Source: an optimization exercise on an open RTL-to-GDS flow (aim: small area, a short achievable clock period and few clock cycles). Production flows keep margins and buffers that such runs may drop.
Only simulation tests tie the RTL to the original design; equivalence was not proved.
Power and IR drop assume default switching activity.

## adaptive_throughput_meter
module adaptive_throughput_meter #(
    parameter int HISTORY_SLOTS = 10
) (
    input  logic        i_clk,
    input  logic        i_rst_n,
    input  logic        i_in_valid,
    output logic        o_in_stall,
    input  logic [1:0]  i_kind,
    input  logic [15:0] i_byte_count,
    input  logic [9:0]  i_tick_ms,
    output logic        o_out_valid,
    input  logic        i_out_stall,
    output logic [31:0] o_speed,
    output logic        o_window_closed,
    output logic        o_averaged,
    input  logic        i_cfg_valid,
    output logic        o_cfg_ready,
    input  logic [atm_pkg::CFG_IW-1:0] i_cfg_index,
    input  logic [atm_pkg::CFG_DW-1:0] i_cfg_data
);
For scale: roughly 3600 cells after synthesis, about 90 I/O pins, roughly 30000 µm² of cells after synthesis.
export LEC_CHECK = 0
export CAP_MARGIN = 20
export CORE_MARGIN = 2
export CORE_UTILIZATION = 40
export CTS_BUF_LIST = sky130_fd_sc_hd__clkbuf_8 sky130_fd_sc_hd__clkbuf_16
export CTS_CLUSTER_DIAMETER = 80
export CTS_CLUSTER_SIZE = 20
export SETUP_SLACK_MARGIN = 4.7
export SLEW_MARGIN = 20
create_clock -name core_clock -period 8.5 [get_ports {i_clk}]
run.sh (not shown) runs the stock make flow with config.mk's settings and CLKGATE_MAP_FILE= SYNTH_SCRIPT=/design/flow/synth_recipe.tcl, a recipe that flattens the netlist after the stock synthesis.
Testbench counts at the start, summed over its fixed seeds: cycles 30,114.
Then changed:
Settings changed: CORE_UTILIZATION 40 to 50.
- total power came out higher by 3.5%
- worst setup slack is worse by 0.010 ns
- cell count decreases by 4.0%
- register-to-register slack gets worse by 0.05 ns
- synthesized cell count is unchanged
- wire length came out higher by 3.6%
- flip-flop and latch count stays the same
- sequential power went up by about 3%
- clock skew rises by 0.018 ns
- area after synthesis does not change
Then changed:
Settings changed: CORE_UTILIZATION 50 to 40, CTS_BUF_LIST sky130_fd_sc_hd__clkbuf_8 sky130_fd_sc_hd__clkbuf_16 to sky130_fd_sc_hd__clkbuf_4 sky130_fd_sc_hd__clkbuf_8, CTS_CLUSTER_DIAMETER 80 to unset, CTS_CLUSTER_SIZE 20 to unset.
The new run passed the timing, design-rule and antenna checks. Global-route usage fell by 7.2 points. Hold slack degrades by 0.0062 ns. Final area rose by 2.1%. Die area rose by about 25%. Setup slack degrades by 0.053 ns. Clock-buffer cell count rose by 52. Via count fell by about 0.66%. Clock power rose by about 18%. Final cell count rose by about 6%. Non-clock buffer count rose by 13.
Then changed:
Settings changed: CTS_BUF_LIST sky130_fd_sc_hd__clkbuf_4 sky130_fd_sc_hd__clkbuf_8 to sky130_fd_sc_hd__clkbuf_8 sky130_fd_sc_hd__clkbuf_16, CTS_CLUSTER_DIAMETER set to 80, CTS_CLUSTER_SIZE set to 20, GPL_ROUTABILITY_DRIVEN set to 0.
The changed run finished with timing, DRC and antenna clean.
First-iteration DRC count came out lower by 16%.
Sequential power came out higher by about 2%.
Flip-flop and latch count stays the same.
Synthesized area does not change.
Combinational power went down by about 0.8%.

---

== violet ==
Starting RTL as in the previous note.
==> flow/design.v (excerpt) <==
module adaptive_throughput_meter #(
    parameter int HISTORY_SLOTS = 10
) (
    input  logic        i_clk,
    input  logic        i_rst_n,
    input  logic        i_in_valid,
    output logic        o_in_stall,
    input  logic [1:0]  i_kind,
    input  logic [15:0] i_byte_count,
    input  logic [9:0]  i_tick_ms,
    output logic        o_out_valid,
    input  logic        i_out_stall,
    output logic [31:0] o_speed,
    output logic        o_window_closed,
    output logic        o_averaged,
    input  logic        i_cfg_valid,
    output logic        o_cfg_ready,
    input  logic [atm_pkg::CFG_IW-1:0] i_cfg_index,
    input  logic [atm_pkg::CFG_DW-1:0] i_cfg_data
);
Settings: LEC_CHECK=0, CAP_MARGIN=20, CORE_MARGIN=2, CORE_UTILIZATION=40, CTS_BUF_LIST=sky130_fd_sc_hd__clkbuf_8 sky130_fd_sc_hd__clkbuf_16, CTS_CLUSTER_DIAMETER=100, CTS_CLUSTER_SIZE=30, SETUP_SLACK_MARGIN=4.6, SLEW_MARGIN=20; clock period 8.5 ns.
Testbench counts of violet, summed over its fixed seeds: cycles 30,114.
Setup changes, violet to quartz
- SETUP_SLACK_MARGIN changed from 4.6 to 4.7
--- outcome ---
- violet vs quartz, slowest cell on the critical path: sky130_fd_sc_hd__clkdlybuf4s15_1 vs sky130_fd_sc_hd__clkdlybuf4s50_1
- Capturing instance or port of the critical path: o_in_stall -> violet, o_speed[23] -> quartz
- register to output pin as the critical path start-end classification was reported by quartz, and input pin to output pin by violet.
- Number of fill cells in the layout, quartz vs violet: down slightly
- Compared with violet, quartz ends up with more cell area.
- Going from violet to quartz, routed wire length grew slightly.
- In terms of clock insertion delay at the later pin of the skew report, violet and quartz differ only marginally.
Changes in raven relative to quartz:
- a deleted CTS_CLUSTER_DIAMETER that had been 100
- a deleted CTS_BUF_LIST that had been sky130_fd_sc_hd__clkbuf_8 sky130_fd_sc_hd__clkbuf_16
- a deleted CTS_CLUSTER_SIZE that had been 30
Compared with quartz, in raven first-iteration DRC count grew by 88, wire length held steady, fraction of final layout cells with drive strength greater than 1 shrank by 0.20 points, final cell count grew by 25, final area grew by 0.77%.

## afterwards: timing with drivers on the ports
In the flow no input, the clock included, has a driving cell. The finished layouts below were timed again as built, in two steps. Step 1 (the two cells are an assumption about what drives the block):
set clk [get_ports {i_clk}]
set_driving_cell -lib_cell sky130_fd_sc_hd__clkbuf_16 $clk
set_driving_cell -lib_cell sky130_fd_sc_hd__buf_2 [delete_from_list [all_inputs] $clk]
Step 2 moves the port delays by t, midway between the first and last clock arrival at a register: inputs arrive t later, outputs are due t later. That takes back most of the time a late clock gives input paths. a / b / c = ideal / step 1 / step 2; a / b = the first two.
| run | shift t [ns] | setup slack, ns | hold WS [ns] | worst setup path at the end |
|---|---|---|---|---|
| the first run of note 1 | 0.669 | 4.697 / 4.635 / 4.397 | 0.473 / 0.473 / 0.473 | input to register |
| the second run of note 1 | 0.647 | 4.687 / 4.667 / 4.140 | 0.473 / 0.473 / 0.473 | input to register |
| the third run of note 1 | 0.750 | 4.634 / 4.574 / 4.340 | 0.467 / 0.467 / 0.467 | input to register |
| the fourth run of note 1 | 0.639 | 4.739 / 4.685 / 4.333 | 0.474 / 0.474 / 0.474 | input to register |
| violet | 0.624 | 4.629 / 4.591 / 4.205 | 0.495 / 0.495 / 0.495 | input to register |
| quartz | 0.631 | 4.714 / 4.652 / 4.413 | 0.479 / 0.479 / 0.479 | input to register |
| raven | 0.639 | 4.646 / 4.646 / 4.377 | 0.471 / 0.471 / 0.471 | input to register |
After both steps every run listed still meets setup and hold. The setup slack of the second run of note 1, which loses most, moves by -0.020 ns with the drivers and by -0.547 ns with both steps.
